This design comes from an exercise in tuning for small area on the open sky130 flow, not from production work.
Function was checked by simulation only, so behaviour that the tests miss may differ from the original.
Power and IR drop assume default switching activity. The flow treats the clock pin as an ideal source, which a real chip does not have.

<file path="flow/constraint.sdc">
create_clock -name core_clock -period 5.0 [get_ports {clk_i}]
set_input_delay 1.0000 -clock core_clock [delete_from_list [all_inputs] [get_ports {clk_i}]]
set_output_delay 1.0000 -clock core_clock [all_outputs]
set_load 0.01 [all_outputs]
</file>
<file path="flow/standard.sh">
#!/bin/bash
# synth_recipe.tcl (not shown) runs the flow's synth.tcl, then flattens the netlist and writes it again
# the make line also repeats each setting of config.mk as NAME=value (left out here)
make -C /OpenROAD-flow-scripts/flow DESIGN_CONFIG=/design/flow/config.mk WORK_HOME=/design/flow/orfs CLKGATE_MAP_FILE= SYNTH_SCRIPT=/design/flow/synth_recipe.tcl "${@:-finish}"
</file>
<file path="flow/config.mk">
export PLATFORM = sky130hd
export DESIGN_NAME = wb_occf_sink_gen
export DESIGN_NICKNAME = wb_occf_sink_gen
export VERILOG_FILES = /design/flow/design.v
export SDC_FILE = /design/flow/constraint.sdc
export NUM_CORES = 4
export LEC_CHECK = 0
export CAP_MARGIN = 20
export CORE_MARGIN = 2
export CORE_UTILIZATION = 40
export SLEW_MARGIN = 20
</file>
<file path="flow/flow/run.sh">
#!/bin/bash
# Standard ORFS layout (standard synthesis unchanged) with smaller port buffers and a clock
# tree of small buffers without dummy loads. ORFS writes each step's log under orfs/logs.
set -o pipefail
bash standard.sh \
  "BUFFER_PORTS_ARGS=-buffer_cell sky130_fd_sc_hd__buf_1" \
  "CTS_ARGS=-sink_clustering_enable -repair_clock_nets -dont_use_dummy_load -buf_list {sky130_fd_sc_hd__clkbuf_4 sky130_fd_sc_hd__clkbuf_8}" \
  finish > standard.log 2>&1
</file>
<file path="flow/design.v">
package occf_sink_pkg;
  typedef enum logic [1:0] {S_IDLE, S_IN_FRAME, S_TRUNC} t_occf_state;
  function automatic integer c_OCCF_SEL_WIDTH(input integer dw);
    c_OCCF_SEL_WIDTH = dw / 8;
  endfunction
  function automatic integer f_count_width(input integer n);
    f_count_width = $clog2(n + 1);
  endfunction
  function automatic integer f_ptr_width(input integer depth);
    f_ptr_width = depth > 1 ? $clog2(depth) : 1;
  endfunction
endpackage
module occf_sync_fifo
#(
  parameter int g_WIDTH = 8,
  parameter int g_DEPTH = 8,
  parameter int g_WITH_FIFO_INFERRED = 1
) (
  input  logic                   clk_i,
  input  logic [g_DEPTH-1:0]     we_i,
  input  logic [g_WIDTH-1:0]     wdata_i,
  input  logic [g_DEPTH-1:0]     rsel_i,
  output logic [g_WIDTH-1:0]     rdata_o
);
  logic [g_WIDTH-1:0] regs [g_DEPTH];
  always_ff @(posedge clk_i)
    for (int k = 0; k < g_DEPTH; k++) if (we_i[k]) regs[k] <= wdata_i;
  always_comb begin
    rdata_o = '0;
    for (int k = 0; k < g_DEPTH; k++) rdata_o = rdata_o | (regs[k] & {g_WIDTH{rsel_i[k]}});
  end
endmodule
module wb_occf_sink_gen
#(
  parameter int g_DATA_WIDTH = 128,
  parameter int g_ADDR_WIDTH = 4,
  parameter int g_FIFO_DEPTH = 8,
  parameter int g_STALL_MARGIN = 2,
  parameter int g_MAX_FRAME_WORDS = 1024,
  parameter int g_WITH_FIFO_INFERRED = 1
) (
  input  logic                                          clk_i,
  input  logic                                          rst_i,
  input  logic [g_DATA_WIDTH-1:0]                       snk_dat_i,
  input  logic [g_ADDR_WIDTH-1:0]                       snk_adr_i,
  input  logic [g_DATA_WIDTH/8-1:0]                     snk_sel_i,
  input  logic                                          snk_cyc_i,
  input  logic                                          snk_stb_i,
  input  logic                                          snk_we_i,
  output logic                                          snk_stall_o,
  output logic                                          snk_ack_o,
  output logic                                          snk_err_o,
  output logic                                          snk_rty_o,
  output logic [g_ADDR_WIDTH-1:0]                       addr_o,
  output logic [g_DATA_WIDTH-1:0]                       data_o,
  output logic [g_DATA_WIDTH/8-1:0]                     bytesel_o,
  output logic                                          dvalid_o,
  output logic                                          sof_o,
  output logic                                          eof_o,
  output logic                                          frame_err_o,
  output logic [occf_sink_pkg::f_count_width(g_MAX_FRAME_WORDS)-1:0]   frame_len_o,
  output logic [occf_sink_pkg::f_count_width(g_FIFO_DEPTH)-1:0]        fifo_level_o,
  input  logic                                          dreq_i
);
  localparam int SW = occf_sink_pkg::c_OCCF_SEL_WIDTH(g_DATA_WIDTH);
  localparam int LW = occf_sink_pkg::f_count_width(g_MAX_FRAME_WORDS);
  localparam int CW = $clog2(g_MAX_FRAME_WORDS);
  localparam int VW = occf_sink_pkg::f_count_width(g_FIFO_DEPTH);
  localparam int PW = occf_sink_pkg::f_ptr_width(g_FIFO_DEPTH);
  localparam int DW = SW + g_ADDR_WIDTH + g_DATA_WIDTH;
  localparam logic [VW-1:0] STALL_LVL = VW'(g_FIFO_DEPTH - g_STALL_MARGIN);
  localparam logic [CW-1:0] LAST_CNT = CW'(g_MAX_FRAME_WORDS - 1);
  logic trunc_q, hold_v_q, stall_q;
  logic [CW-1:0] cnt_q;
  logic [PW-1:0] tail_q;
  logic [g_FIFO_DEPTH-1:0] rd_oh_q;
  logic [VW-1:0] level_q;
  logic accept, err_ev, push, push_last, pop;
  logic [g_FIFO_DEPTH-1:0] eof_q, we, rsel;
  logic [DW-1:0] rd_word, out_q;
  assign snk_stall_o = stall_q | rst_i;
  assign snk_rty_o = 1'b0;
  assign fifo_level_o = level_q;
  assign accept = snk_cyc_i & snk_stb_i & snk_we_i & ~snk_stall_o & ~trunc_q;
  assign err_ev = snk_cyc_i & snk_stb_i & ~snk_stall_o & (~snk_we_i | trunc_q);
  assign push_last = hold_v_q & (trunc_q | ~snk_cyc_i);
  assign push = (accept & hold_v_q) | push_last;
  assign pop = dreq_i & (level_q != '0);
  always_ff @(posedge clk_i)
    if (rst_i) begin
      trunc_q <= 1'b0;
      hold_v_q <= 1'b0;
      cnt_q <= '0;
      stall_q <= 1'b1;
      snk_ack_o <= 1'b0;
      snk_err_o <= 1'b0;
      tail_q <= '0;
      rd_oh_q <= g_FIFO_DEPTH'(1);
      level_q <= '0;
    end else begin
      trunc_q <= snk_cyc_i & (trunc_q | (accept & cnt_q == LAST_CNT));
      hold_v_q <= accept | (hold_v_q & ~push);
      cnt_q <= !snk_cyc_i ? '0 : accept ? cnt_q + CW'(1) : cnt_q;
      stall_q <= level_q >= STALL_LVL;
      snk_ack_o <= accept;
      snk_err_o <= err_ev;
      tail_q <= tail_q + PW'(accept);
      if (pop) rd_oh_q <= {rd_oh_q[g_FIFO_DEPTH-2:0], rd_oh_q[g_FIFO_DEPTH-1]};
      level_q <= level_q + VW'(push) - VW'(pop);
    end
  logic [PW-1:0] held_slot;
  assign held_slot = tail_q - PW'(1);
  always_comb
    for (int k = 0; k < g_FIFO_DEPTH; k++) begin
      we[k] = accept & (tail_q == PW'(k));
      rsel[k] = ~rst_i & pop & rd_oh_q[k];
    end
  always_ff @(posedge clk_i)
    for (int k = 0; k < g_FIFO_DEPTH; k++)
      if (we[k]) eof_q[k] <= 1'b0;
      else if (push_last && held_slot == PW'(k)) eof_q[k] <= 1'b1;
  occf_sync_fifo #(
    .g_WIDTH(DW),
    .g_DEPTH(g_FIFO_DEPTH),
    .g_WITH_FIFO_INFERRED(g_WITH_FIFO_INFERRED)
  ) u_fifo (
    .clk_i(clk_i),
    .we_i(we),
    .wdata_i({snk_sel_i, snk_adr_i, snk_dat_i}),
    .rsel_i(rsel),
    .rdata_o(rd_word)
  );
  logic keep, rd_eof, first_q;
  logic [LW-1:0] ocnt_q;
  assign keep = ~rst_i & ~pop;
  assign rd_eof = |(eof_q & rsel);
  always_ff @(posedge clk_i) out_q <= rd_word | (out_q & {DW{keep}});
  assign {bytesel_o, addr_o, data_o} = out_q;
  always_ff @(posedge clk_i)
    if (rst_i) begin
      dvalid_o <= 1'b0;
      sof_o <= 1'b0;
      eof_o <= 1'b0;
      first_q <= 1'b1;
      ocnt_q <= '0;
    end else begin
      dvalid_o <= pop;
      sof_o <= pop & first_q;
      eof_o <= pop & rd_eof;
      if (pop) begin
        first_q <= rd_eof;
        ocnt_q <= first_q ? LW'(1) : ocnt_q + LW'(1);
      end
    end
  assign frame_len_o = eof_o ? ocnt_q : '0;
  assign frame_err_o = eof_o & ocnt_q[LW-1];
endmodule
</file>
==> run summary, run 1 <==
Core Region=119000 um^2; layout cells sized above 1=9.51%; DR DRC count=0; Fmax achieved=298 MHz; starting density of the core=40.2%; die height=350 um; first drt pass iteration count=10; share of the synthesized area in the top cell type=74.0%; RSZ-0062 raised after global routing=false; Slew HR=32.6%; CP arrival=4.08 ns; sequential area share after synthesis=82.4%; largest net degree at the start of global routing=146; Hold Vio Cnt, Final=0; largest cells by area after synthesis=edfxtp_1 (74%), dfxtp_1 (8.4%), a22oi_1 (5.0%), a222oi_1 (2.9%), a221oi_1 (2.5%); DR WL/cell=26.7 um; yosys warns=3; setup bufs post-CTS=0; Tmin final=3.36 ns; Synth area leader=edfxtp_1; instance count of the mapped netlist=2688; initial antenna violation count=15; final setup fails=0; CTS tree=built; cell row count=127; CP max FO=16; HPWL Detailed=65100 um; Clock Sinks=1385; die area=123000 um^2; Power Density=433 nW/um^2; Clock Skew=0.0791 ns; Main synth FF type=edfxtp_1; Clock transition at path regs=0.05 ns; global placer's final weighted congestion=0.730; Synth Cell Area=48000 um^2; Crit Path Category=flop to flop; total number of H-tree levels=4; fin crit share=67.1%; cell with the most instances after synthesis=edfxtp_1; Synth cell types=52; Fin Setup TNS=0 ns; Post-Syn Nets=2853; insertion delay to the later sink of the worst-skew pair=0.92 ns; Worst Tran Pin Value=1.01 ns; wire length of the first global-routing pass=182000 um; gr usage total=20.2%; Max Cap Viol=0; Final Max Tran Viols=0; CP Capture Type=flop; hold_buf cts=0; io pins=325; Antenna Nets Post-Route=0; grt total ovfl=0; worst hold slack=0.424 ns; area grow syn2layout=13.2%; commonest cells in the netlist=edfxtp_1 (1184), a22oi_1 (319), dfxtp_1 (201); required time of the critical path=5.72 ns; Post-CTS Resized=0; async set-reset flop share out of synthesis=0%; via/cell ratio=5.78; CTS Buffer Depth=3; layout net count=3269; number of vias in the routed layout=27300; hold crit path type=flop to flop; cts bufs inserted=214; Mapped Avg Cell Area=17.9 um^2; Synth Register Bits=1385; DRT Wirelength=126000 um; Port Buffers=323; internal reg-to-reg setup slack=1.64 ns; number of global-route vias before repair=27400; status=finished clean; CTS root buffer=clkbuf_8; Peak VDD IR=261 uV; initial drt markers=3113; startpoint types=flop; number of synthesized flops with an enable pin=1184; Die Width=350 um; leak pwr=0.0169 uW
==> worst max-delay path, stage by stage, from the launching register on <==
cell	delay, ns
dfxtp_1	0.33
inv_1	0.08
ha_1	0.16
or3b_1	0.55
nand2_1	0.46
inv_1	0.37
ha_1	0.38
inv_1	0.06
ha_1	0.15
inv_1	0.06
fa_1	0.40
xor2_1	0.16
nor2_1	0.05
==> path summary, 6_finish.rpt <==
| kind | start | endpoint | depth (start not counted) |
|---|---|---|---|
| max reg2reg | level_q[2]$_SDFF_PP0_ | level_q[2]$_SDFF_PP0_ | 12 |
| min | u_fifo.regs[0][53]$_DFFE_PP_ | out_q[53]$_DFF_P_ | 2 |
| max | level_q[2]$_SDFF_PP0_ | level_q[2]$_SDFF_PP0_ | 12 |
| min reg2reg | u_fifo.regs[0][53]$_DFFE_PP_ | out_q[53]$_DFF_P_ | 2 |
==> through the flow <==
step                cell area [um^2]  setup slack, ns  util (%)  cells  power, uW
floorplan                      48100            -1.89         -   2688      15000
global placement               51400             1.16      43.0   4500      16200
detailed placement             51400             1.38      43.0   4500      16300
CTS                            54300             1.64      45.5   4714      23800
global route                   54300             1.42      45.5   4717      24500
finish                         54300             1.64      45.5   4720      23500
==> logic make-up (layout without fill, tap and decap cells) <==
| logic type | count (synthesis) | in the layout | share of synthesized area (%) |
|---|---|---|---|
| AO/OA/AOI/OAI | 775 | 775 | 12.4 |
| XOR/XNOR | 15 | 15 | 0.274 |
| buffers and inverters | 191 | 605 | 1.61 |
| AND/OR/NAND/NOR | 308 | 308 | 2.94 |
| flip-flops | 1385 | 1385 | 82.4 |
| multiplexers | 2 | 2 | 0.0417 |
| other | 1 | 7 | 0.00781 |
| adder cells (fa/ha/maj) | 11 | 11 | 0.302 |
==> flip-flops by register name, indices dropped and copies added, names as in the netlist, 3 cells and up <==
| name | count |
|---|---|
| ocnt_q | 11 |
| out_q | 148 |
| level_q | 4 |
| rd_oh_q | 8 |
| cnt_q | 10 |
| u_fifo.regs | 1184 |
| eof_q | 8 |
| tail_q | 3 |
==> final cells by class <==
class / instances / area [um^2]
multi-input cells: 1112 / 7830
clock buffers: 214 / 2950
inverters: 15 / 56.3
diodes: 6 / 15.0
fillers: 10400 / 65200
flip-flops and latches: 1385 / 39600
well taps: 1612 / 2020
repair buffers: 376 / 1870
==> routing by layer <==
metal  wire [um]  global-route usage, %  vias up
met5         124                      0        -
met4        2340                   5.88       20
met3       10300                   5.21      188
met2       61900                   33.6     1117
met1       51500                   26.1    14100
li1            -                      -    11900
==> power by group <==
part / leakage [uW] / switching [uW] / internal [uW]
clock: 0.00154 / 3780 / 3740
combinational: 0.00310 / 1780 / 882
sequential: 0.0123 / 392 / 12900
total: 0.0169 / 5950 / 17600
==> cells in the final DEF (no fill, tap or decap), types with 21 or more instances in the layout <==
cell      netlist  routed
nand2_1       169     168
dfxtp_1       201     193
o21ai_0       118     118
buf_1           5     323
a22oi_1       319     319
a221oi_1      138     138
buf_4           4      32
clkbuf_8        0     214
edfxtp_1     1184    1184
a222oi_1      139     139
buf_12          0      21
nor2_1         48      44
o21ai_1        30      30
==> run 2: changes to the inputs <==
==> flow/run.sh (new file) <==
#!/bin/bash
# synth_recipe.tcl (not shown) runs the flow's synth.tcl, then flattens the netlist and writes it again
# the make line also repeats each setting of config.mk as NAME=value (left out here)
make -C /OpenROAD-flow-scripts/flow DESIGN_CONFIG=/design/flow/config.mk WORK_HOME=/design/flow/orfs CLKGATE_MAP_FILE= SYNTH_SCRIPT=/design/flow/synth_recipe.tcl finish
removed: flow/flow/run.sh
removed: flow/standard.sh
==> run 2 against run 1 <==
Effect of this change: largest power group unchanged; non-clock buffer count grew 11; combinational power grew about 20%; wire length grew 5.0%; critical path type is now input pin to output pin; final cell count grew 1.4%; via count grew 1.2%; flip-flop and latch count is the same; sequential share of layout area shrank 5.0 points.
==> run summary, run 2 <==
startpoint types=input pin; layout net count=3211 (-1.8%); Main synth FF type=edfxtp_1; share of the synthesized area in the top cell type=74.0% (unchanged); most common cell after layout, fill and taps aside=edfxtp_1; number of global-route vias before repair=28100 (+2.6%); final worst setup slack=1.48 ns (-0.167 ns); global placer's final weighted congestion=0.781 (+6.9%); async set-reset flop share out of synthesis=0% (unchanged); leak pwr=0.0186 uW (+9.7%); largest cells by area after synthesis=edfxtp_1 (74%), dfxtp_1 (8.4%), a22oi_1 (5.0%), a222oi_1 (2.9%), a221oi_1 (2.5%); CTS root buffer=clkbuf_16; insertion delay to the later sink of the worst-skew pair=0.75 ns (-0.17 ns); internal reg-to-reg setup slack=2.07 ns (+0.43 ns); wire length of the first global-routing pass=190000 um (+4.4%); cell row count=127 (unchanged); Peak VDD IR=327 uV (+25%); hold_buf cts=0 (unchanged); Synth Area in Adders=0.302% (unchanged); CP max FO=28 (+12); starting density of the core=40.2% (unchanged); Synth Register Bits=1385 (unchanged); simple-gate share of the synthesized area=2.94% (unchanged); Hold Vio Cnt, Final=0 (unchanged); CTS Buffer Depth=3 (unchanged); sequential area share after synthesis=82.4% (unchanged); CTS tree=built; DR WL/cell=27.7 um (+3.6%); commonest cells after routing, fill and taps aside=edfxtp_1 (1184), clkdlybuf4s50_1 (323), a22oi_1 (319); grt total ovfl=0 (unchanged); HPWL Detailed=69300 um (+6.5%); initial antenna violation count=20 (+5); yosys warns=3 (unchanged); Power Density=465 nW/um^2 (+7.4%); Synth area leader=edfxtp_1; DR DRC count=0 (unchanged); fin crit share=70.5% (+3.3 points); number of vias in the routed layout=27600 (+1.2%); hold crit path type=flop to flop; Die Width=350 um (unchanged); gr usage total=21.2% (+1.0 points); top cell family by delay on the critical path=buffers and inverters; required time of the critical path=4.00 ns (-1.72 ns); CP max stage delay=0.52 ns (-0.03 ns); most used cell, CP=clkdlybuf4s50_1; cts bufs inserted=145 (-32%); number of synthesized flops with an enable pin=1184 (unchanged); commonest cells in the netlist=edfxtp_1 (1184), a22oi_1 (319), dfxtp_1 (201); initial drt markers=3170 (+1.8%); number of flip-flops in the largest register=1184 (unchanged); Final Max Tran Viols=0 (unchanged); Fmax achieved=284 MHz (-4.7%); largest family of logic cells by synthesized area=compound AO/OA/AOI/OAI gates; via/cell ratio=5.77 (-0.19%); cell with the most instances after synthesis=edfxtp_1; worst path cell trace=clkdlybuf4s50_1 > buf_4 > or2_2 > clkdlybuf4s50_1; multiplexer share of the synthesized area=0.0417% (unchanged); Clock Sinks=1385 (unchanged); Post-CTS Resized=0 (unchanged); final setup fails=0 (unchanged); total number of H-tree levels=4 (unchanged); Synth cell types=52 (unchanged); Slew HR=25.2% (-7.4 points); Worst Tran Pin Value=1.12 ns (+0.111 ns); status=finished clean; Crit Path Category=input pin to output pin; Tmin final=3.52 ns (+0.167 ns); Buf/Inv on CP=3 (-1); Core Region=119000 um^2 (unchanged); Largest Register=u_fifo.regs; Post-Syn Nets=2853 (unchanged); post-route core utilization=48.8% (+3.3 points); DRT Wirelength=133000 um (+5.0%); Placement Setup Slack=0.867 ns (-0.516 ns); area grow syn2layout=21.5%; Compound-Gate Fraction of Synth Area=12.4% (unchanged); CP Capture Type=output pin; Max Cap Viol=0 (unchanged); io pins=325 (unchanged); filler cell count=9914 (-4.7%); post-synthesis xor/xnor area fraction=0.274% (unchanged); largest net degree at the start of global routing=113 (-23%); layout cells sized above 1=9.59% (+0.083 points); die area=123000 um^2 (unchanged); Clock transition at path regs=0.06 ns (about the same); Synth Cell Area=48000 um^2 (unchanged); die height=350 um (unchanged); Port Buffers=323 (unchanged); biggest regs=u_fifo.regs x1184, out_q x148, ocnt_q x11; Clock Skew=0.0215 ns (-0.0575 ns); Antenna Nets Post-Route=0 (unchanged); RSZ-0062 raised after global routing=false; Mapped Avg Cell Area=17.9 um^2 (unchanged); first drt pass iteration count=7 (-3); setup bufs post-CTS=0 (unchanged); Critical Path Slowest Stage Cell=clkdlybuf4s50_1; instance count of the mapped netlist=2688 (unchanged); CP arrival=2.52 ns (-1.56 ns)
## run 2: cells by family after synthesis
family,Yosys count
other,1
xor gates and xnor gates,15
DFF,1385
muxes,2
AOI/OAI and AO/OA,775
and+or+nand+nor,308
adders and majority gates,11
buffers and inverters,191
## run 2: area by class of cell
type / instances / area (um^2) / share of cell area [%]
Sequential cell: 1385 / 39600 / 67.9
Multi-Input combinational cell: 1112 / 7820 / 13.4
Clock buffer: 207 / 4120 / 7.06
Timing Repair Buffer: 387 / 4110 / 7.05
Tap cell: 1612 / 2020 / 3.46
Clock inverter: 63 / 584 / 1.00
Inverter: 15 / 56.3 / 0.0965
Antenna cell: 6 / 15.0 / 0.0257
## run 2: through the flow
stage	power [uW]	instance area, um^2	hold slack (ns)	std cells	setup TNS (ns)
6_report	27100	58300	0.463	4787	0
5_1_grt	28000	58300	0.476	4784	0
4_1_cts	27300	58300	0.465	4781	0
3_5_place_dp	16800	53600	0.456	4511	0
3_3_place_gp	16800	53600	0.444	4511	0
2_1_floorplan	15000	48100	0.440	2688	-772.50
## run 2: metal layers
metal,GRT usage (%),wire length (um),vias up
met2,36.7,66900,1106
met3,5.11,10800,222
met1,26.4,51700,14300
met5,0,196,-
met4,6.34,3040,30
li1,-,-,11900
## run 2: final timing paths
kind,cells past startpoint,end,from
setup / recovery,4,snk_stall_o,rst_i
hold / removal,2,out_q[125]$_DFF_P_,u_fifo.regs[3][125]$_DFFE_PP_
setup reg to reg,7,out_q[29]$_DFF_P_,level_q[3]$_SDFF_PP0_
hold reg to reg,2,out_q[125]$_DFF_P_,u_fifo.regs[3][125]$_DFFE_PP_
## run 2: report_power, final
| part | internal, uW | total [uW] | switching (uW) |
|---|---|---|---|
| sequential | 12900 | 13400 | 446 |
| clock | 6130 | 10500 | 4390 |
| combinational | 1410 | 3200 | 1790 |
## run 2: tightest hold or removal path, stage by stage (launching register included)
cell and delay, ns:
edfxtp_1 0.32, a222oi_1 0.05, o21ai_0 0.06
==> run 3: changes to the inputs <==
==> flow/flow/run.sh (new file) <==
#!/bin/bash
# The standard ORFS layout with three changes:
#  - synthesis maps logic with an area-oriented ABC script (registers are untouched),
#  - ports get the smallest buffer, sky130_fd_sc_hd__buf_1,
#  - the clock tree uses larger sink clusters of small buffers and no dummy loads.
# ORFS writes each step's full log under orfs/logs; make's output goes to standard.log.
set -o pipefail
bash standard.sh \
  "SYNTH_SCRIPT=$PWD/flow/synth.tcl" \
  "FLOW_ABC_SCRIPT=$PWD/flow/abc_area.script" \
  "BUFFER_PORTS_ARGS=-buffer_cell sky130_fd_sc_hd__buf_1" \
  "CTS_ARGS=-sink_clustering_enable -repair_clock_nets -dont_use_dummy_load -sink_clustering_size 25 -sink_clustering_max_diameter 80 -buf_list {sky130_fd_sc_hd__clkbuf_8 sky130_fd_sc_hd__clkbuf_16}" \
  finish > standard.log 2>&1
==> flow/flow/abc_area.script (new file) <==
&get -n
&st
&syn2
&dch
&nf -a -R 1000
&put
topo
==> flow/flow/synth.tcl (new file) <==
# The standard flow's synthesis script (synth_recipe.tcl) unchanged, except that ABC maps the logic with the
# area-oriented script flow/abc_area.script instead of ORFS's speed script.
proc synth {args} { yosys synth -nofsm -noshare {*}$args }
proc abc {args} {
  set i [lsearch -exact $args -script]
  if {$i >= 0} { lset args [expr {$i + 1}] $::env(FLOW_ABC_SCRIPT) }
  yosys abc {*}$args
}
source $::env(SCRIPTS_DIR)/synth.tcl
# left out here: clear keep_hierarchy, flatten, clean up, hide names made inside functions, write 1_2_yosys.v
==> flow/standard.sh (new file) <==
#!/bin/bash
# synth_recipe.tcl (not shown) runs the flow's synth.tcl, then flattens the netlist and writes it again
# the make line also repeats each setting of config.mk as NAME=value (left out here)
make -C /OpenROAD-flow-scripts/flow DESIGN_CONFIG=/design/flow/config.mk WORK_HOME=/design/flow/orfs CLKGATE_MAP_FILE= SYNTH_SCRIPT=/design/flow/synth_recipe.tcl "${@:-finish}"
--- a/flow/config.mk
+++ b/flow/config.mk
@@ -7,5 +7,5 @@
 export LEC_CHECK = 0
 export CAP_MARGIN = 20
 export CORE_MARGIN = 2
-export CORE_UTILIZATION = 40
+export CORE_UTILIZATION = 60
 export SLEW_MARGIN = 20
removed: flow/run.sh
==> run 3 against run 2 <==
Effect of this change: combinational power decreased by 39%; utilization rose by 18 points; flip-flop and latch count stayed put; sequential share of layout area rose by 9.6 points; wire length is 17% lower; first-iteration DRC count grew 25%; clock power is 49% lower; hold slack worse by 0.0021 ns; clock skew grew 0.027 ns; design area decreased by 12%; clock-buffer cell count down 146; synthesized cell count fell by 17%; critical endpoint is now out_q[79]$_DFF_P_; largest cell class unchanged; largest power group unchanged.
==> run summary, run 3 <==
status=finished clean; share of the synthesized area in the top cell type=77.0% (+3.0 points); Worst R2R Path Depth=10 (+3); layout cells sized above 1=5.01% (-4.6 points); insertion delay to the later sink of the worst-skew pair=0.67 ns (-0.08 ns); Power Density=402 nW/um^2 (-13%); internal reg-to-reg setup slack=1.57 ns (-0.50 ns); post-route core utilization=67.1% (+18 points); Synth Cell Area=46200 um^2 (-3.9%); Slew HR=31.2% (+6.0 points); setup bufs post-CTS=0 (unchanged); grt total ovfl=0 (unchanged); Antenna Nets Post-Route=0 (unchanged); CP max FO=55 (+96%); Hold Vio Cnt, Final=0 (unchanged); initial drt markers=3964 (+25%); io pins=325 (unchanged); Synth area leader=edfxtp_1; Placement Setup Slack=1.24 ns (+0.373 ns); cell row count=101 (-20%); number of flip-flops in the largest register=1184 (unchanged); Post-Syn Nets=2384 (-16%); CTS root buffer=clkbuf_16; CTS tree=built; RSZ-0062 raised after global routing=false; Critical Path Slowest Stage Cell=and2_4; Crit Path Category=flop to flop; Post-CTS Resized=0 (unchanged); worst hold start=rd_oh_q[4]$_SDFFE_PP0P_; CP max stage delay=0.90 ns (+0.38 ns); Core Region=76100 um^2 (-36%); commonest cells after routing, fill and taps aside=edfxtp_1 (1184), a222oi_1 (444), buf_1 (323); Clock Sinks=1385 (unchanged); required time of the critical path=5.58 ns (+1.58 ns); DRT Wirelength=110000 um (-17%); Tmin final=3.43 ns (-0.0973 ns); async set-reset flop share out of synthesis=0% (unchanged); largest net degree at the start of global routing=108 (-4.4%); Main synth FF type=edfxtp_1; commonest cells in the netlist=edfxtp_1 (1184), a222oi_1 (444), dfxtp_1 (201); cell with the most instances after synthesis=edfxtp_1; area grow syn2layout=10.5%; Synth Register Bits=1385 (unchanged); Final Max Tran Viols=0 (unchanged); fin crit share=68.5% (-1.9 points); Fmax achieved=292 MHz (+2.8%); Clock transition at path regs=0.10 ns (+0.04 ns); die height=281 um (-20%); wire length of the first global-routing pass=160000 um (-16%); Max Cap Viol=0 (unchanged); DR WL/cell=29.8 um (+7.5%); sequential area share after synthesis=85.7% (+3.3 points); most used cell, CP=nand2_1; biggest regs=u_fifo.regs x1184, out_q x148, ocnt_q x11; CP Capture Type=flop; Clock Skew=0.0482 ns (+0.0266 ns); via/cell ratio=6.79 (+18%); layout net count=2821 (-12%); worst path cell trace=clkinv_1 > ha_1 > nand2_1 > nand2_1 > nor2_1 > and2_4 > buf_4 > a222oi_1 > and2_0 > nand2_1; final worst setup slack=1.57 ns (+0.0973 ns); Worst Tran Pin Value=1.02 ns (-0.0989 ns); RR Startpoint=level_q[2]$_SDFF_PP0_; Hold Path Cell Cnt=1 (-1); Synth cell types=32 (-38%); global placer's final weighted congestion=0.783 (+0.28%); total number of H-tree levels=2 (-2); most common cell after layout, fill and taps aside=edfxtp_1; number of global-route vias before repair=24900 (-11%); instance count of the mapped netlist=2219 (-17%); hold crit path type=flop to flop; CP endpoint=out_q[79]$_DFF_P_; starting density of the core=60.7% (+21 points); initial antenna violation count=18 (-10%); number of vias in the routed layout=25100 (-9.2%); Die Width=281 um (-20%); yosys warns=3 (unchanged); Port Buffers=323 (unchanged); first drt pass iteration count=9 (+2); startpoint types=flop; leak pwr=0.0159 uW (-15%); hold_buf cts=0 (unchanged); number of synthesized flops with an enable pin=1184 (unchanged); cts bufs inserted=61 (-58%); CP arrival=4.01 ns (+1.49 ns); r2r endpoint=out_q[79]$_DFF_P_; largest cells by area after synthesis=edfxtp_1 (77%), a222oi_1 (9.6%), dfxtp_1 (8.7%), nand3_1 (1.3%), and2_0 (0.87%); CTS Buffer Depth=3 (unchanged); Largest Register=u_fifo.regs; final setup fails=0 (unchanged); die area=79200 um^2 (-36%); HPWL Detailed=55900 um (-19%); gr usage total=27.5% (+6.2 points); CP startpoint=level_q[2]$_SDFF_PP0_; Mapped Avg Cell Area=20.8 um^2 (+16%); Peak VDD IR=369 uV (+13%); DR DRC count=0 (unchanged)
==> run 3: cell count changes after synthesis, sizes merged, moves of 9 or more <==
cell | previous run | this run
a221oi | 138 | 0
a22oi | 319 | 0
a222oi | 139 | 444
buf | 40 | 2
clkinv | 0 | 15
o21ai | 148 | 4
nand2 | 169 | 53
and2 | 12 | 64
clkbuf | 136 | 0
nand4 | 17 | 2
nand3 | 12 | 116
inv | 15 | 0
nor3 | 14 | 5
==> run 3: worst min-delay path by stage <==
| stage | endpoint | slack (ns) |
|---|---|---|
| after floorplan | rd_oh_q[1]$_SDFFE_PP0P_ | 0.42 |
| after global placement | out_q[46]$_DFF_P_ | 0.43 |
| after detailed placement | out_q[81]$_DFF_P_ | 0.44 |
| after CTS | rd_oh_q[4]$_SDFFE_PP0P_ | 0.46 |
| after global routing | out_q[32]$_DFF_P_ | 0.48 |
| final | rd_oh_q[4]$_SDFFE_PP0P_ | 0.46 |
==> run 3: logic make-up (layout without fill, tap and decap cells) <==
family | after synthesis | after routing | share of synthesized area, %
buffers and inverters | 17 | 452 | 0.154
adder cells (fa/ha/maj) | 11 | 11 | 0.314
XOR/XNOR | 13 | 13 | 0.247
AO/OA/AOI/OAI | 490 | 490 | 10.3
flip-flops | 1385 | 1385 | 85.7
other | 1 | 9 | 0.00812
AND/OR/NAND/NOR | 302 | 302 | 3.24
==> run 3: area by class of cell <==
class,count,area [um^2]
Fill cell,5101,25000
Clock buffer,61,1530
Antenna cell,8,20.0
Inverter,15,56.3
Sequential cell,1385,39600
Tap cell,1030,1290
Timing Repair Buffer,376,1920
Multi-Input combinational cell,817,6650
==> run 3: critical path, delay by kind of cell (launching register included) <==
kind | cells | cell delay (ns)
simple gates | 6 | 1.97
buf+inv | 2 | 0.59
flops | 1 | 0.39
fa+ha+maj | 1 | 0.22
compound gates | 1 | 0.18
==> run 3: report_power, final <==
group / leakage [uW] / switching (uW) / internal (uW) / total [uW]
sequential: 0.0123 / 316 / 12900 / 13300
clock: 0.000752 / 3170 / 2170 / 5340
combinational: 0.00282 / 1260 / 681 / 1940
total: 0.0159 / 4750 / 15800 / 20500
==> run 3: routing by layer <==
metal,routed length [um],track usage [%]
met1,43700,38.9
met3,10300,5.07
met5,118,0
met2,53600,45.1
met4,2100,6.38
==> run 3: metrics by stage <==
step | total power [uW] | cell area, um^2 | hold WS, ns | std cells | setup TNS (ns)
after floorplan | 14400 | 46300 | 0.418 | 2219 | -467.38
after global placement | 15400 | 49500 | 0.434 | 3623 | 0
after detailed placement | 15500 | 49500 | 0.442 | 3623 | 0
after CTS | 20700 | 51000 | 0.463 | 3684 | 0
after global routing | 21200 | 51000 | 0.481 | 3689 | 0
final | 20500 | 51000 | 0.461 | 3692 | 0
==> run 4: changes to the inputs <==
--- a/flow/flow/run.sh
+++ b/flow/flow/run.sh
@@ -9,5 +9,5 @@
   "SYNTH_SCRIPT=$PWD/flow/synth.tcl" \
   "FLOW_ABC_SCRIPT=$PWD/flow/abc_area.script" \
   "BUFFER_PORTS_ARGS=-buffer_cell sky130_fd_sc_hd__buf_1" \
-  "CTS_ARGS=-sink_clustering_enable -repair_clock_nets -dont_use_dummy_load -sink_clustering_size 25 -sink_clustering_max_diameter 80 -buf_list {sky130_fd_sc_hd__clkbuf_8 sky130_fd_sc_hd__clkbuf_16}" \
+  "CTS_ARGS=-sink_clustering_enable -repair_clock_nets -dont_use_dummy_load -sink_clustering_size 30 -sink_clustering_max_diameter 90 -buf_list {sky130_fd_sc_hd__clkbuf_8 sky130_fd_sc_hd__clkbuf_16}" \
   finish > standard.log 2>&1
--- a/flow/config.mk
+++ b/flow/config.mk
@@ -5,7 +5,8 @@
 export SDC_FILE = /design/flow/constraint.sdc
 export NUM_CORES = 4
 export LEC_CHECK = 0
-export CAP_MARGIN = 20
+export CAP_MARGIN = 10
 export CORE_MARGIN = 2
-export CORE_UTILIZATION = 60
-export SLEW_MARGIN = 20
+export CORE_UTILIZATION = 75
+export PLACE_DENSITY = 0.8
+export SLEW_MARGIN = 10
==> run 4 against run 3 <==
Effect of this change: still clean on timing, DRC and antenna; register-to-register slack better by 0.16 ns; via count up 3.2%; power down 1.9%; worst setup slack improved by 0.16 ns; clock power decreased by 7.5%; flip-flop and latch count is the same; combinational power grew 2%; sequential power about the same; hold slack got worse by 0.031 ns; non-clock buffer count is 4 lower; critical path type unchanged; largest cell class unchanged; largest power group unchanged.
==> run summary, run 4 <==
global placer's final weighted congestion=0.816 (+4.2%); insertion delay to the later sink of the worst-skew pair=0.65 ns (-0.02 ns); layout cells sized above 1=4.54% (-0.47 points); hold_buf cts=0 (unchanged); share of the synthesized area in the top cell type=77.0% (unchanged); Synth Register Bits=1385 (unchanged); cts bufs inserted=52 (-15%); Synth Cell Area=46200 um^2 (unchanged); Antenna Nets Post-Route=0 (unchanged); Fin Setup TNS=0 ns (unchanged); Peak VDD IR=440 uV (+19%); commonest cells in the netlist=edfxtp_1 (1184), a222oi_1 (444), dfxtp_1 (201); Synth cell types=32 (unchanged); biggest regs=u_fifo.regs x1184, out_q x148, ocnt_q x11; Power Density=399 nW/um^2 (-0.81%); total number of H-tree levels=2 (unchanged); Tmin final=3.27 ns (-0.158 ns); Clock Sinks=1385 (unchanged); Core Region=60600 um^2 (-20%); cell with the most instances after synthesis=edfxtp_1; wire length of the first global-routing pass=158000 um (-0.92%); largest cells by area after synthesis=edfxtp_1 (77%), a222oi_1 (9.6%), dfxtp_1 (8.7%), nand3_1 (1.3%), and2_0 (0.87%); Post-Syn Nets=2384 (unchanged); Post-CTS Resized=0 (unchanged); CTS Buffer Depth=3 (unchanged); most used cell, CP=nand2_1; RSZ-0062 raised after global routing=false; status=finished clean; number of vias in the routed layout=25900 (+3.2%); most common cell after layout, fill and taps aside=edfxtp_1; Max Cap Viol=0 (unchanged); grt total ovfl=0 (unchanged); final setup fails=0 (unchanged); final worst setup slack=1.73 ns (+0.158 ns); number of global-route vias before repair=26100 (+4.5%); area grow syn2layout=9.37%; instance count of the mapped netlist=2219 (unchanged); Main synth FF type=edfxtp_1; DR DRC count=0 (unchanged); Largest Register=u_fifo.regs; CTS root buffer=clkbuf_16; cell row count=90 (-11%); Critical Path Slowest Stage Cell=and2_4; initial antenna violation count=21 (+3); HPWL Detailed=55000 um (-1.5%); top cell family by delay on the critical path=simple AND/OR/NAND/NOR gates; number of synthesized flops with an enable pin=1184 (unchanged); CP max FO=47 (-15%); Placement Setup Slack=1.45 ns (+0.207 ns); first drt pass iteration count=13 (+4); die height=252 um (-10%); leak pwr=0.0157 uW (-0.83%); Slew HR=32.6% (+1.4 points); initial drt markers=5437 (+37%); io pins=325 (unchanged); CP arrival=3.86 ns (-0.15 ns); Crit Path Category=flop to flop; die area=63600 um^2 (-20%); Worst Tran Pin Value=1.01 ns (-0.0110 ns); via/cell ratio=7.53 (+11%); CTS tree=built; largest net degree at the start of global routing=149 (+38%); Synth area leader=edfxtp_1; DRT Wirelength=108000 um (-1.9%); startpoint types=flop; Mapped Avg Cell Area=20.8 um^2 (unchanged); CP max stage delay=0.76 ns (-0.14 ns); starting density of the core=76.2% (+16 points); sequential area share after synthesis=85.7% (unchanged); Clock Skew=0.0562 ns (+0.00803 ns); Clock transition at path regs=0.10 ns (about the same); number of flip-flops in the largest register=1184 (unchanged); Final Max Tran Viols=0 (unchanged); worst path cell trace=clkinv_1 > ha_1 > nand2_1 > nand2_1 > nor2_1 > and2_4 > buf_4 > a222oi_1 > and2_0 > nand2_1; gr usage total=34.0% (+6.5 points); async set-reset flop share out of synthesis=0% (unchanged); fin crit share=65.4% (-3.2 points); commonest cells after routing, fill and taps aside=edfxtp_1 (1184), a222oi_1 (444), buf_1 (323); CP Capture Type=flop; hold crit path type=flop to flop; yosys warns=3 (unchanged); Port Buffers=323 (unchanged); Fmax achieved=306 MHz (+4.8%); Buf/Inv on CP=2 (unchanged); DR WL/cell=31.3 um (+5.3%); layout net count=2808 (-0.46%); Hold Vio Cnt, Final=0 (unchanged); setup bufs post-CTS=0 (unchanged); required time of the critical path=5.59 ns (about the same); Die Width=252 um (-10%)
run 4: cell counts after synthesis:
Identical to the previous run, type by type.
run 4: final cells by class:
type,instances,area [um^2]
well taps,782,978
inverters,15,56.3
clock buffers,52,1300
repair buffers,372,1890
flip-flops and latches,1385,39600
diodes,16,40.0
multi-input cells,817,6650
fillers,2891,10100
run 4: through the flow:
step | power [uW] | std cells | cell area (um^2) | hold slack [ns] | utilization [%]
after CTS | 20200 | 3423 | 50500 | 0.430 | 83.3
after floorplan | 14400 | 2219 | 46300 | 0.418 | -
after detailed placement | 15400 | 3371 | 49200 | 0.442 | 81.1
after global routing | 20700 | 3434 | 50500 | 0.452 | 83.3
after global placement | 15300 | 3371 | 49200 | 0.434 | 81.1
final | 20200 | 3439 | 50500 | 0.431 | 83.3
run 4: metal layers:
layer	vias to the layer above	GRT usage [%]	routed length, um
met5	-	0	98
met4	16	11.7	3060
met3	193	6.63	13600
met2	2027	55.9	53300
met1	12900	46.8	37700
li1	10800	-	-
run 4: final timing paths:
kind,start,endpoint,slack [ns],depth (start not counted)
max reg2reg,level_q[2]$_SDFF_PP0_,out_q[113]$_DFF_P_,1.73,10
min,u_fifo.regs[3][129]$_DFFE_PP_,out_q[129]$_DFF_P_,0.43,2
max,level_q[2]$_SDFF_PP0_,out_q[113]$_DFF_P_,1.73,10
min reg2reg,u_fifo.regs[3][129]$_DFFE_PP_,out_q[129]$_DFF_P_,0.43,2
run 4: power by group:
part	total (uW)	switching [uW]	internal, uW
clock	4940	3060	1870
combinational	1980	1300	672
sequential	13200	304	12900
run 4: tightest hold or removal path, cell delays in order, from the launching register on:
cell      delay [ns]
edfxtp_1        0.31
a222oi_1        0.08
nand3_1         0.07
run 4: logic make-up (layout without fill, tap and decap cells):
family          Yosys count  in the layout  synth area share [%]
compound gates          490            490                  10.3
xor+xnor                 13             13                 0.247
fa+ha+maj                11             11                 0.314
buf+inv                  17            439                 0.154
flops                  1385           1385                  85.7
other cells               1             17               0.00812
simple gates            302            302                  3.24
==> run 5: changes to the inputs <==
==> flow/flow/abc_area.script (replaced) <==
&get -n
&st
&syn2
&dch
&nf -a -R 2000 -C 32
&put
topo
==> run 5 against run 4 <==
Effect of this change: still clean on timing, DRC and antenna; synthesized area shrank 0.46%; maximum frequency shrank 3.5%; design area shrank 0.15%; via count grew 0.21%; worst setup slack lost 0.12 ns; combinational power shrank 4%; wire length grew 0.62%; final cell count shrank 0.84%; hold slack gained 0.026 ns; utilization is essentially flat; synthesized cell count shrank 1.9%; largest power group unchanged.
==> run summary, run 5 <==
Worst R2R Path Depth=9 (-1); share of the synthesized area in the top cell type=77.4% (+0.35 points); cts bufs inserted=52 (unchanged); number of vias in the routed layout=25900 (+0.21%); final setup fails=0 (unchanged); hold crit path type=flop to flop; commonest cells after routing, fill and taps aside=edfxtp_1 (1184), a222oi_1 (444), buf_1 (323); CP max FO=66 (+40%); Clock Power Share=24.4% (about the same); required time of the critical path=5.58 ns (about the same); RSZ-0062 raised after global routing=false; layout net count=2769 (-1.4%); Synth Cell Area=46000 um^2 (-0.46%); Synth Register Bits=1385 (unchanged); Net Sw Power=4630 uW (-0.82%); commonest cells in the netlist=edfxtp_1 (1184), a222oi_1 (444), dfxtp_1 (201); Main synth FF type=edfxtp_1; GRT met1 Usage=47.6% (+0.80 points); leak pwr=0.0157 uW (-0.25%); hold_buf cts=0 (unchanged); Post-Syn Nets=2342 (-1.8%); register share of total power=66.1% (+0.4 points); CP Capture Type=flop; largest cells by area after synthesis=edfxtp_1 (77%), a222oi_1 (9.7%), dfxtp_1 (8.8%), nand3_1 (1.7%), nor2_1 (0.33%); Mapped Avg Cell Area=21.1 um^2 (+1.5%); Peak VDD IR=410 uV (-6.8%); Die Width=252 um (-0.23%); initial drt markers=5795 (+6.6%); Clock Sinks=1385 (unchanged); wire length of the first global-routing pass=160000 um (+0.73%); status=finished clean; number of flip-flops in the largest register=1184 (unchanged); Multi-input gate area=6430 um^2 (-3.2%); setup bufs post-CTS=0 (unchanged); area grow syn2layout=9.70%; Antenna Nets Post-Route=0 (unchanged); first drt pass iteration count=14 (+1); GR peak layer=met2; sequential area share after synthesis=86.1% (+0.39 points); Final Max Tran Viols=0 (unchanged); largest net degree at the start of global routing=133 (-11%); initial antenna violation count=27 (+29%); combinational fraction of design power=9.5% (-0.3 points); die area=63300 um^2 (-0.45%); DR DRC count=0 (unchanged); FF+latch area=39600 um^2 (unchanged); layout cells sized above 1=4.73% (+0.18 points); starting density of the core=76.0% (-0.21 points); HPWL Detailed=57800 um (+5.0%); biggest regs=u_fifo.regs x1184, out_q x148, ocnt_q x11; CTS Buffer Depth=3 (unchanged); Power Density=399 nW/um^2 (-0.16%); number of synthesized flops with an enable pin=1184 (unchanged); via/cell ratio=7.61 (+1.1%); total number of H-tree levels=2 (unchanged); GR Util met2=55.9% (+0.068 points); cell row count=90 (unchanged); Clock Skew=0.0477 ns (-0.00847 ns); grt total ovfl=0 (unchanged); startpoint types=flop; Synth area leader=edfxtp_1; Final Non-Filler Cells=3410 (-0.84%); Synth cell types=32 (unchanged); instance count of the mapped netlist=2177 (-1.9%); DRT Wirelength=108000 um (+0.62%); Hold Path Cell Cnt=2 (unchanged); Crit Path Category=flop to flop; number of global-route vias before repair=25800 (-1.1%); fin crit share=67.8% (+2.4 points); Largest Register=u_fifo.regs; insertion delay to the later sink of the worst-skew pair=0.65 ns (about the same); die height=252 um (-0.23%); most common cell after layout, fill and taps aside=edfxtp_1; CP arrival=3.97 ns (+0.11 ns); CTS tree=built; Hold Vio Cnt, Final=0 (unchanged); global placer's final weighted congestion=0.818 (+0.29%); Fin Setup TNS=0 ns (unchanged); r2r endpoint=out_q[129]$_DFF_P_; Worst Tran Pin Value=1.06 ns (+0.0464 ns); CTS root buffer=clkbuf_16; Clock transition at path regs=0.11 ns (about the same); cell with the most instances after synthesis=edfxtp_1; Post-Place Cells=3332 (-1.2%); Max Cap Viol=0 (unchanged); Port Buffers=323 (unchanged); io pins=325 (unchanged); async set-reset flop share out of synthesis=0% (unchanged); Worst Hold Path EP=out_q[128]$_DFF_P_; yosys warns=3 (unchanged); internal power=15500 uW (-0.15%); worst hold slack=0.456 ns (+0.0258 ns); Tmin final=3.39 ns (+0.119 ns); RR Startpoint=level_q[2]$_SDFF_PP0_; Fmax achieved=295 MHz (-3.5%); GR Layer Usage met3=6.52% (-0.11 points); worst hold start=u_fifo.regs[7][128]$_DFFE_PP_; gr usage total=34.2% (+0.28 points); DR WL/cell=31.8 um (+1.5%); Net Sw Frac=23.0% (-0.12 points); Core Region=60500 um^2 (-0.19%); filler cell count=2796 (-3.3%); Slew HR=29.5% (-3.1 points); Post-CTS Resized=0 (unchanged); internal reg-to-reg setup slack=1.61 ns (-0.12 ns)
==> run 5: worst max-delay path by stage <==
stage | start | endpoint | cells after the start
floorplan | snk_we_i | u_fifo.regs[0][0]$_DFFE_PP_ | 3
global route | level_q[2]$_SDFF_PP0_ | out_q[129]$_DFF_P_ | 9
detailed placement | rst_i | u_fifo.regs[3][44]$_DFFE_PP_ | 7
global placement | rst_i | u_fifo.regs[2][122]$_DFFE_PP_ | 7
finish | level_q[2]$_SDFF_PP0_ | out_q[129]$_DFF_P_ | 9
CTS | level_q[2]$_SDFF_PP0_ | out_q[94]$_DFF_P_ | 9
==> run 5: area by class of cell <==
cell class	instances	area share, %
Antenna cell	26	0.129
Clock buffer	52	2.58
Inverter	15	0.112
Multi-Input combinational cell	775	12.8
Sequential cell	1385	78.5
Tap cell	782	1.94
Timing Repair Buffer	375	3.97
==> run 5: worst max-delay path, stage by stage, from the launching register on <==
cell,delay [ns]
dfxtp_1,0.39
clkinv_1,0.12
ha_1,0.20
nand2_1,0.08
nand2_1,0.18
nor2_1,0.60
and2_4,0.97
buf_4,0.44
a222oi_1,0.16
nand3_1,0.17
==> run 5: kinds of logic after synthesis <==
family                     after synthesis  share of synthesized area [%]
and+or+nand+nor                        262                           2.85
adders and majority gates               11                          0.316
xor gates and xnor gates                12                          0.229
buffers and inverters                   17                          0.155
other                                    1                        0.00816
AOI/OAI and AO/OA                      489                           10.3
DFF                                   1385                           86.1
==> run 5: per-layer routing <==
| metal | wire length [um] | vias to the layer above |
|---|---|---|
| li1 | - | 10700 |
| met1 | 37400 | 13000 |
| met2 | 53700 | 2060 |
| met3 | 13900 | 212 |
| met4 | 3410 | 16 |
| met5 | 101 | - |
==> run 5: power groups by stage <==
stage	Combinational (uW)	Clock (uW)	Sequential [uW]
2_1_floorplan	806	0	13600
3_3_place_gp	1810	0	13500
3_5_place_dp	1890	0	13500
4_1_cts	1910	4930	13300
5_1_grt	2040	5260	13300
6_report	1910	4900	13300
==> run 5: stage by stage <==
stage | utilization (%) | worst slack [ns] | area [um^2] | power (uW)
3_3_place_gp | 81.1 | 1.18 | 49100 | 15300
5_1_grt | 83.3 | 1.55 | 50400 | 20600
6_report | 83.4 | 1.61 | 50400 | 20100
2_1_floorplan | - | -1.71 | 46100 | 14400
3_5_place_dp | 81.1 | 1.09 | 49100 | 15400
4_1_cts | 83.3 | 1.70 | 50400 | 20100
==> run 6: changes to the inputs <==
--- a/flow/config.mk
+++ b/flow/config.mk
@@ -7,6 +7,6 @@
 export LEC_CHECK = 0
 export CAP_MARGIN = 10
 export CORE_MARGIN = 2
-export CORE_UTILIZATION = 75
-export PLACE_DENSITY = 0.8
+export CORE_UTILIZATION = 80
+export PLACE_DENSITY = 0.9
 export SLEW_MARGIN = 10
==> run 6 against run 5 <==
Effect of this change: power increased by 1.2%; synthesized area unchanged; critical path depth unchanged; utilization increased by 5.7 points; non-clock buffer count increased by 2; synthesized cell count unchanged; sequential share of layout area about the same; critical endpoint is now out_q[5]$_DFF_P_.
==> run summary, run 6 <==
status=finished clean; number of flip-flops in the largest register=1184 (unchanged); Net Sw Power=4860 uW (+5.0%); Die Width=244 um (-3.1%); hold_buf cts=0 (unchanged); cts bufs inserted=52 (unchanged); register share of total power=65.4% (-0.7 points); Antenna Nets Post-Route=0 (unchanged); layout net count=2771 (+0.072%); largest cells by area after synthesis=edfxtp_1 (77%), a222oi_1 (9.7%), dfxtp_1 (8.8%), nand3_1 (1.7%), nor2_1 (0.33%); final worst setup slack=1.50 ns (-0.109 ns); Tmin final=3.50 ns (+0.109 ns); Hold Path Cell Cnt=2 (unchanged); DR WL/cell=35.2 um (+11%); Fmax achieved=286 MHz (-3.1%); CTS root buffer=clkbuf_16; async set-reset flop share out of synthesis=0% (unchanged); Port Buffers=323 (unchanged); Peak VDD IR=449 uV (+9.4%); die area=59400 um^2 (-6.2%); DR WL met3=17600 um (+27%); instance count of the mapped netlist=2177 (unchanged); startpoint types=flop; fin crit share=69.9% (+2.2 points); Placement Setup Slack=1.36 ns (+0.275 ns); Final Max Tran Viols=0 (unchanged); most common cell after layout, fill and taps aside=edfxtp_1; layout cells sized above 1=4.80% (+0.073 points); Post-CTS Resized=0 (unchanged); worst hold start=u_fifo.regs[2][89]$_DFFE_PP_; CP max FO=46 (-30%); Clock Sinks=1385 (unchanged); Clock transition at path regs=0.11 ns (about the same); global placer's final weighted congestion=0.830 (+1.5%); grt total ovfl=0 (unchanged); gr usage total=39.5% (+5.3 points); Post-Syn Nets=2342 (unchanged); Slew HR=31.0% (+1.5 points); number of synthesized flops with an enable pin=1184 (unchanged); share of the synthesized area in the top cell type=77.4% (unchanged); CP arrival=4.07 ns (+0.10 ns); final setup fails=0 (unchanged); Worst R2R Path Depth=9 (unchanged); commonest cells after routing, fill and taps aside=edfxtp_1 (1184), a222oi_1 (444), buf_1 (323); Max Cap Viol=0 (unchanged); Main synth FF type=edfxtp_1; Hold Vio Cnt, Final=0 (unchanged); Synth cell types=32 (unchanged); yosys warns=3 (unchanged); io pins=325 (unchanged); combinational fraction of design power=10.0% (+0.5 points); required time of the critical path=5.57 ns (about the same); Synth Register Bits=1385 (unchanged); Worst Hold Path EP=out_q[89]$_DFF_P_; insertion delay to the later sink of the worst-skew pair=0.65 ns (about the same); Worst Tran Pin Value=1.03 ns (-0.0252 ns); Mapped Avg Cell Area=21.1 um^2 (unchanged); total number of H-tree levels=2 (unchanged); internal power=15500 uW (about the same); first drt pass iteration count=14 (unchanged); filler cell count=2056 (-26%); CTS Buffer Depth=3 (unchanged); initial antenna violation count=18 (-33%); number of vias in the routed layout=27500 (+5.8%); hold crit path type=flop to flop; sequential area share after synthesis=86.1% (unchanged); die height=244 um (-3.1%); Fin Setup TNS=0 ns (unchanged); DR DRC count=0 (unchanged); via/cell ratio=8.14 (+7.0%); leak pwr=0.0157 uW (+0.10%); HPWL Detailed=60400 um (+4.6%); Synth area leader=edfxtp_1; Synth Cell Area=46000 um^2 (unchanged); cell row count=87 (-3.3%); Met1 Wirelength=36400 um (-2.7%); commonest cells in the netlist=edfxtp_1 (1184), a222oi_1 (444), dfxtp_1 (201); biggest regs=u_fifo.regs x1184, out_q x148, ocnt_q x11; Clock Skew=0.0627 ns (+0.0150 ns); number of global-route vias before repair=26900 (+4.4%); Power Density=403 nW/um^2 (+1.2%); Net Sw Frac=23.9% (+0.86 points); Largest Register=u_fifo.regs; RSZ-0062 raised after global routing=false; top sig layer=met5; initial drt markers=6945 (+20%); wire length of the first global-routing pass=172000 um (+7.8%); Post-Place Cells=3308 (-0.72%); starting density of the core=81.2% (+5.2 points); WL met2=59100 um (+10%); Crit Path Category=flop to flop; internal reg-to-reg setup slack=1.50 ns (-0.11 ns); r2r endpoint=out_q[5]$_DFF_P_; CTS tree=built; largest net degree at the start of global routing=149 (+12%); Clock Power Share=24.6% (+0.2 points); area grow syn2layout=9.68% (about the same); CP Capture Type=flop; RR Startpoint=level_q[2]$_SDFF_PP0_; cell with the most instances after synthesis=edfxtp_1; setup bufs post-CTS=0 (unchanged); Core Region=56600 um^2 (-6.4%); Final Non-Filler Cells=3374 (-1.1%); DRT Wirelength=119000 um (+9.6%)
## run 6: cell counts after synthesis
No cell type changed its count.
## run 6: power groups by stage
stage / logic [uW] / registers (uW) / clock network [uW]
floorplan: 806 / 13600 / 0
global placement: 1810 / 13500 / 0
detailed placement: 1920 / 13500 / 0
CTS: 1980 / 13300 / 4950
global route: 2140 / 13300 / 5260
finish: 2030 / 13300 / 5000
## run 6: metrics by stage
step | power, uW | hold slack [ns] | util (%) | instance area (um^2)
after global routing | 20700 | 0.471 | 89.0 | 50400
after CTS | 20200 | 0.456 | 89.0 | 50400
final | 20300 | 0.458 | 89.1 | 50400
after global placement | 15300 | 0.434 | 86.7 | 49100
after detailed placement | 15400 | 0.440 | 86.7 | 49100
after floorplan | 14400 | 0.418 | - | 46100
## run 6: how the worst max path moves through the flow
| stage | startpoint | cells past startpoint | to | slack, ns |
|---|---|---|---|---|
| after detailed placement | rst_i | 8 | u_fifo.regs[3][92]$_DFFE_PP_ | 1.36 |
| final | level_q[2]$_SDFF_PP0_ | 9 | out_q[5]$_DFF_P_ | 1.50 |
| after floorplan | snk_we_i | 3 | u_fifo.regs[0][0]$_DFFE_PP_ | -1.71 |
| after global placement | rst_i | 8 | u_fifo.regs[3][127]$_DFFE_PP_ | 1.48 |
| after global routing | level_q[2]$_SDFF_PP0_ | 9 | out_q[41]$_DFF_P_ | 1.45 |
| after CTS | level_q[2]$_SDFF_PP0_ | 9 | out_q[41]$_DFF_P_ | 1.62 |
## run 6: per-layer routing
layer	up-vias	track usage [%]
met2	3041	63.0
met5	-	0
li1	10700	-
met1	13300	53.9
met3	431	8.10
met4	14	18.6
## run 6: kinds of logic (layout without fill, tap and decap cells)
family                     count (synthesis)  after routing  share of synthesized area (%)
xor gates and xnor gates                  12             12                          0.229
and+or+nand+nor                          262            262                           2.85
buffers and inverters                     17            444                          0.155
other                                      1             15                        0.00816
AOI/OAI and AO/OA                        489            489                           10.3
adders and majority gates                 11             11                          0.316
DFF                                     1385           1385                           86.1
## run 6: area by class of cell
| class | instances | area, um^2 | area share [%] |
|---|---|---|---|
| well taps | 756 | 946 | 1.88 |
| repair buffers | 377 | 2060 | 4.08 |
| flip-flops and latches | 1385 | 39600 | 78.5 |
| diodes | 14 | 35.0 | 0.0695 |
| inverters | 15 | 56.3 | 0.112 |
| multi-input cells | 775 | 6430 | 12.8 |
| clock buffers | 52 | 1300 | 2.58 |
## run 6: critical path, stage by stage, from the launching register on
cell and delay (ns):
dfxtp_1 0.40, clkinv_1 0.14, ha_1 0.22, nand2_1 0.08, nand2_1 0.18, nor2_1 0.69, and2_4 0.87, buf_4 0.47
a222oi_1 0.18, nand3_1 0.19
==> run 7: changes to the inputs <==
==> flow/flow/run.sh (replaced) <==
#!/bin/bash
# The standard ORFS layout with three changes:
#  - synthesis maps logic with an area-oriented ABC script (registers are untouched),
#  - ports get the smallest buffer, sky130_fd_sc_hd__buf_1,
#  - the clock tree uses larger sink clusters and no dummy loads,
#  - after global routing, gates on paths with slack to spare are sized down (RECOVER_POWER).
# ORFS writes each step's full log under orfs/logs; make's output goes to standard.log.
set -o pipefail
bash standard.sh \
  "SYNTH_SCRIPT=$PWD/flow/synth.tcl" \
  "FLOW_ABC_SCRIPT=$PWD/flow/abc_area.script" \
  "BUFFER_PORTS_ARGS=-buffer_cell sky130_fd_sc_hd__buf_1" \
  "CTS_ARGS=-sink_clustering_enable -repair_clock_nets -dont_use_dummy_load -sink_clustering_size 30 -sink_clustering_max_diameter 90 -buf_list {sky130_fd_sc_hd__clkbuf_8 sky130_fd_sc_hd__clkbuf_16}" \
  "RECOVER_POWER=100" \
  finish > standard.log 2>&1
--- a/flow/config.mk
+++ b/flow/config.mk
@@ -7,6 +7,6 @@
 export LEC_CHECK = 0
 export CAP_MARGIN = 10
 export CORE_MARGIN = 2
-export CORE_UTILIZATION = 80
-export PLACE_DENSITY = 0.9
+export CORE_UTILIZATION = 75
+export PLACE_DENSITY = 0.8
 export SLEW_MARGIN = 10
==> run 7 against run 6 <==
Effect of this change: now fails the layout checks on capacitance limit, slew limit; clock-buffer cell count stayed put; synthesized cell count stayed put; sequential share of layout area is 0.21 points higher; hold slack better by 0.0033 ns; flip-flop and latch count stayed put; worst setup slack worse by 0.56 ns; largest power group unchanged.
==> run summary, run 7 <==
Max Cap Viol=5 (+5); total number of H-tree levels=2 (unchanged); most common cell after layout, fill and taps aside=edfxtp_1; Hold Path Cell Cnt=2 (unchanged); number of global-route vias before repair=25800 (-4.2%); io pins=325 (unchanged); Worst R2R Path Depth=9 (unchanged); via/cell ratio=7.62 (-6.3%); worst hold slack=0.461 ns (+0.00331 ns); starting density of the core=76.0% (-5.2 points); required time of the critical path=5.24 ns (-0.33 ns); DR WL/cell=31.8 um (-9.6%); grt total ovfl=0 (unchanged); wire length of the first global-routing pass=160000 um (-7.2%); layout check failures=capacitance limit, slew limit; global placer's final weighted congestion=0.818 (-1.5%); CTS Buffer Depth=3 (unchanged); number of flip-flops in the largest register=1184 (unchanged); Post-CTS Resized=0 (unchanged); cell with the most instances after synthesis=edfxtp_1; Die Width=252 um (+3.2%); async set-reset flop share out of synthesis=0% (unchanged); Post-Syn Nets=2342 (unchanged); DR DRC count=0 (unchanged); share of the synthesized area in the top cell type=77.4% (unchanged); hold_buf cts=0 (unchanged); HPWL Detailed=57800 um (-4.4%); leak pwr=0.0156 uW (-0.41%); number of vias in the routed layout=26000 (-5.4%); CTS root buffer=clkbuf_16; die area=63300 um^2 (+6.6%); Synth cell types=32 (unchanged); Clock transition at path regs=0.10 ns (about the same); filler cell count=2826 (+37%); biggest regs=u_fifo.regs x1184, out_q x148, ocnt_q x11; sequential area share after synthesis=86.1% (unchanged); Antenna Nets Post-Route=0 (unchanged); Fmax achieved=247 MHz (-14%); final instance area=50300 um^2 (-0.27%); Tmin final=4.05 ns (+0.556 ns); Hold Vio Cnt, Final=0 (unchanged); overall power=20100 uW (-1.3%); Core Region=60500 um^2 (+6.8%); DRT Wirelength=108000 um (-8.8%); number of synthesized flops with an enable pin=1184 (unchanged); Clock Sinks=1385 (unchanged); Synth area leader=edfxtp_1; worst hold start=u_fifo.regs[7][128]$_DFFE_PP_; insertion delay to the later sink of the worst-skew pair=0.64 ns (about the same); Slew HR=-48.1% (-79 points); r2r endpoint=out_q[129]$_DFF_P_; Peak VDD IR=410 uV (-8.6%); Worst Hold Path EP=out_q[128]$_DFF_P_; layout cells sized above 1=4.27% (-0.53 points); startpoint types=input pin; internal reg-to-reg setup slack=1.04 ns (-0.46 ns); Mapped Avg Cell Area=21.1 um^2 (unchanged); Crit Path Category=input pin to flop; CP arrival=4.30 ns (+0.23 ns); instance count of the mapped netlist=2177 (unchanged); initial antenna violation count=29 (+11); Port Buffers=323 (unchanged); largest net degree at the start of global routing=133 (-11%); cell row count=90 (+3.4%); first drt pass iteration count=13 (-1); commonest cells in the netlist=edfxtp_1 (1184), a222oi_1 (444), dfxtp_1 (201); die height=252 um (+3.2%); hold crit path type=flop to flop; area grow syn2layout=9.39%; RR Startpoint=level_q[2]$_SDFF_PP0_; Clock Skew=0.0473 ns (-0.0154 ns); layout net count=2769 (-0.072%); setup bufs post-CTS=0 (unchanged); commonest cells after routing, fill and taps aside=edfxtp_1 (1184), a222oi_1 (444), dfxtp_1 (201); Main synth FF type=edfxtp_1; Synth Register Bits=1385 (unchanged); initial drt markers=5720 (-18%); RSZ-0062 raised after global routing=false; CTS tree=built; fin crit share=81.1% (+11 points); status=finished with violations; CP Capture Type=flop; final setup fails=0 (unchanged); Final Max Tran Viols=341 (+341); Power Density=399 nW/um^2 (-1.0%); Worst Tran Pin Value=2.22 ns (+1.19 ns); yosys warns=3 (unchanged); CP max FO=36 (-22%); Placed Area=49100 um^2 (about the same); gr usage total=34.2% (-5.3 points); Synth Cell Area=46000 um^2 (unchanged); largest cells by area after synthesis=edfxtp_1 (77%), a222oi_1 (9.7%), dfxtp_1 (8.8%), nand3_1 (1.7%), nor2_1 (0.33%); Largest Register=u_fifo.regs; cts bufs inserted=52 (unchanged)
-- run 7: area by class of cell --
cell class              count  area, um^2  share of cell area (%)
diodes                     22        55.1                   0.110
flip-flops and latches   1385       39600                    78.7
well taps                 782         978                    1.95
clock buffers              52        1300                    2.59
multi-input cells         775        6390                    12.7
repair buffers            375        1910                    3.81
inverters                  15        56.3                   0.112
-- run 7: cell families (layout without fill, tap and decap cells) --
logic type / Yosys count / count (layout) / synth area share [%]
fa+ha+maj: 11 / 11 / 0.316
buf+inv: 17 / 442 / 0.155
compound gates: 489 / 489 / 10.3
other cells: 1 / 23 / 0.00816
xor+xnor: 12 / 12 / 0.229
flops: 1385 / 1385 / 86.1
simple gates: 262 / 262 / 2.85
-- run 7: worst max-delay path by stage --
stage | start | end | cells after the start
2_1_floorplan | snk_we_i | u_fifo.regs[0][0]$_DFFE_PP_ | 3
3_3_place_gp | rst_i | u_fifo.regs[2][122]$_DFFE_PP_ | 7
3_5_place_dp | rst_i | u_fifo.regs[3][44]$_DFFE_PP_ | 7
4_1_cts | level_q[2]$_SDFF_PP0_ | out_q[94]$_DFF_P_ | 9
5_1_grt | rst_i | u_fifo.regs[3][121]$_DFFE_PP_ | 7
6_report | rst_i | u_fifo.regs[3][109]$_DFFE_PP_ | 7
-- run 7: power by group --
group          internal (uW)  leakage (uW)  switching [uW]  total (uW)
registers              12900        0.0123             338       13300
logic                    640       0.00271            1260        1900
clock network           1870      0.000641            3020        4900
total                  15500        0.0156            4620       20100
-- run 7: routing by layer --
metal | vias up | GRT usage [%] | share of wire, %
met5 | - | 0 | 0.098
met4 | 18 | 12.0 | 3.2
met3 | 214 | 6.52 | 13
met2 | 2120 | 55.9 | 49
met1 | 12900 | 47.6 | 35
li1 | 10700 | - | -
-- run 7: through the flow --
stage          TNS, ns  setup WS (ns)  utilization (%)  instances
2_1_floorplan  -467.38          -1.71                -       2177
3_3_place_gp         0           1.18             81.1       3332
3_5_place_dp         0           1.09             81.1       3332
4_1_cts              0           1.70             83.3       3384
5_1_grt              0          0.773             83.1       3402
6_report             0          0.947             83.1       3406
-- run 7: worst max-delay path: stages --
cell,delay [ns]
buf_1,0.07
clkbuf_1,0.34
nor2_1,0.31
nand4_1,0.45
or3_1,0.59
nor2_4,0.51
clkbuf_2,1.00

==> what the ideal ports hide <==
No port has a modelled driver above. Below, the same layouts with a new extraction and two added sets of constraints. Step 1 sets driving cells, clkbuf_16 on the clock port and buf_2 on the other inputs (assumed; they add their load-dependent delay and slew). Step 2 also shifts input and output timing later by t, the mid clock arrival at the registers, as if the neighbouring blocks saw the same clock. a / b / c = ideal / step 1 / step 2; a / b = the first two.
run | t (ns) | setup WS [ns] | clock arrival spread, ns | slew at the worst register clock pin (ns) | cell pins on the clock port's net
run 1 | 0.944 | 1.643 / 1.643 / 1.319 | 0.080 / 0.079 | 0.06 / 0.06 | 1
run 2 | 0.806 | 1.476 / 1.440 / 0.907 | 0.027 / 0.027 | 0.06 / 0.06 | 1
run 3 | 0.722 | 1.573 / 1.573 / 1.233 | 0.048 / 0.048 | 0.10 / 0.10 | 1
run 4 | 0.690 | 1.731 / 1.731 / 1.395 | 0.064 / 0.064 | 0.11 / 0.11 | 1
run 5 | 0.691 | 1.612 / 1.612 / 1.045 | 0.051 / 0.052 | 0.11 / 0.11 | 1
run 6 | 0.680 | 1.503 / 1.503 / 1.184 | 0.065 / 0.065 | 0.11 / 0.11 | 1
run 7 | 0.690 | 0.947 / 0.994 / 0.304 | 0.052 / 0.052 | 0.11 / 0.11 | 1
The setup slack of run 7, which loses most, moves by +0.047 ns with the drivers and by -0.643 ns with both steps.
